This design comes from an exercise in tuning for small area on the open sky130 flow, not from production work. In this exercise RTL edits were held to simulation tests only and were not proved equivalent to the original.

## red
Design stream_cfg_queue, start of the top module:
module stream_cfg_queue #(
    parameter int CFGMEM_SIZE = 4,
    parameter int N_AGE       = 8,
    parameter int NBIT_WORD   = 32,
    parameter int LOG2_N_AGE  = $clog2(N_AGE),
    parameter int NBIT_CNT    = $clog2(CFGMEM_SIZE + 1)
) (
    input  logic                                   clk_i,
    input  logic                                   rst_n_i,
    input  logic                                   flush_i,
    input  logic                                   wr_en_i,
    input  logic [LOG2_N_AGE-1:0]                  wr_age_i,
    input  logic [NBIT_WORD-1:0]                   wr_data_i,
    input  logic                                   commit_i,
    input  logic                                   cfg_next_i,
    output logic [CFGMEM_SIZE*N_AGE*NBIT_WORD-1:0] cfgmem_content_o,
    output logic [NBIT_CNT-1:0]                    count_o,
    output logic                                   empty_o,
    output logic                                   full_o,
    output logic                                   err_overflow_o,
    output logic                                   err_underflow_o
);
    localparam int NSLOT = CFGMEM_SIZE + 1;
    logic [NSLOT-1:0][N_AGE-1:0][NBIT_WORD-1:0] slot_n_q, slot_n_d;
    logic [CFGMEM_SIZE-1:0] cnt_q, cnt_d;
    logic                   err_ovf_q, err_unf_q;
    logic                   stale_q;
    logic                   is_empty, is_full;
    logic                   do_push, do_pop;
    logic [NSLOT-1:0]       at_cnt;     
    logic [NSLOT-1:0]       tgt;        
    logic [NSLOT-1:0]       at_cnt_d;   
    assign is_empty = !cnt_q[0];
    assign is_full  = cnt_q[CFGMEM_SIZE-1];
    assign do_pop   = cfg_next_i && !is_empty;
    assign do_push  = commit_i && (!is_full || cfg_next_i);
    always_comb begin
        if (do_push && !do_pop) begin
  ...
clock: 4.0 ns
lec_check: 0
cap_margin: 20
core_margin: 2
core_utilization: 65
cts_cluster_diameter: 60
cts_cluster_size: 25
setup_slack_margin: 0.1
slew_margin: 20
synth_hierarchical: 1
standard.sh (not shown) runs the stock make flow with config.mk's settings and CLKGATE_MAP_FILE= SYNTH_SCRIPT=/design/flow/synth_recipe.tcl, a recipe that flattens the netlist after the stock synthesis.
==> flow/flow/run.sh <==
#!/bin/bash
# The standard layout, with three changes in how it is made:
#  - the smallest buffer (buf_1) on every input and output port, instead of the
#    one buffer_ports picks by default;
#  - global placement's repair may not use the largest buffers (nobig.tcl),
#    which it otherwise picks for the long high-fanout nets;
#  - pins may sit one routing track apart (the default is two), so that the
#    1072 ports fit on the edge of a compact die.
set -uo pipefail
here=$(pwd)
export BUFFER_PORTS_ARGS="-buffer_cell sky130_fd_sc_hd__buf_1"
export PRE_GLOBAL_PLACE_TCL="$here/flow/nobig.tcl"
export PLACE_PINS_ARGS="-min_distance 1 -min_distance_in_tracks"
if ! bash standard.sh > standard.log 2>&1; then
  tail -40 standard.log
  exit 1
fi
==> flow/flow/nobig.tcl <==
set_dont_use {sky130_fd_sc_hd__buf_12 sky130_fd_sc_hd__buf_16 sky130_fd_sc_hd__buf_8 sky130_fd_sc_hd__bufbuf_16 sky130_fd_sc_hd__bufbuf_8}
red | status: complete | timing, DRC, antenna: pass
[inputs] blue vs red
Settings: putting CORE_ASPECT_RATIO at 4 where nothing was set; swapping 65 for 55 in CORE_UTILIZATION.
-- flow/flow/run.sh --
<<< red, line 2
# The standard layout, with three changes in how it is made:
>>> blue, line 2
# The standard layout, with two changes in how it is made:
<<< red, line 6
#    which it otherwise picks for the long high-fanout nets;
#  - pins may sit one routing track apart (the default is two), so that the
#    1072 ports fit on the edge of a compact die.
>>> blue, line 6
#    which it otherwise picks for the long high-fanout nets.
<<< red, line 13
export PLACE_PINS_ARGS="-min_distance 1 -min_distance_in_tracks"
>>> blue, line 11
--- outcome ---
- Maximum frequency from static timing analysis of blue is on par with red.
- blue finished every step from synthesis to the final layout, and the layout passed the timing, design-rule and antenna checks.
- Against red, blue reports a number of cells on the worst reg-to-reg path that is higher.
- blue vs red: clock period minus worst slack down in blue
- Cell area after layout went down slightly going from red to blue.
- On number of standard cells in the final layout excluding fillers: blue sits above red.
- Area of the multi-input gates: blue vs red — no meaningful difference
- red has a lower core footprint than blue.

==> what the ideal ports hide <==
No port has a modelled driver above. Below, the same layouts with a new extraction and two added sets of constraints.
Step 1 assumes that a clkbuf_16 drives the clock port and a buf_2 every other input.
Step 2 also shifts input and output timing later by t, the mid clock arrival at the registers, as if the neighbouring blocks saw the same clock.
a / b / c = ideal ports / drivers / drivers and shift; a / b = the first two.
| run | shift t [ns] | slack for setup (ns) | hold slack, ns | clock arrival spread, ns | worst register clock-pin slew, ns |
|---|---|---|---|---|---|
| red | 0.718 | 0.255 / 0.255 / -0.254 | 0.042 / 0.093 / 0.477 | 0.029 / 0.029 | 0.10 / 0.10 |
| blue | 0.774 | 0.259 / 0.170 / -0.258 | 0.016 / 0.029 / 0.479 | 0.035 / 0.035 | 0.11 / 0.11 |
Met with ideal ports but missed after step 2: setup timing in red and blue. The setup slack of blue, which loses most, moves by -0.089 ns with the drivers and by -0.517 ns with both steps.
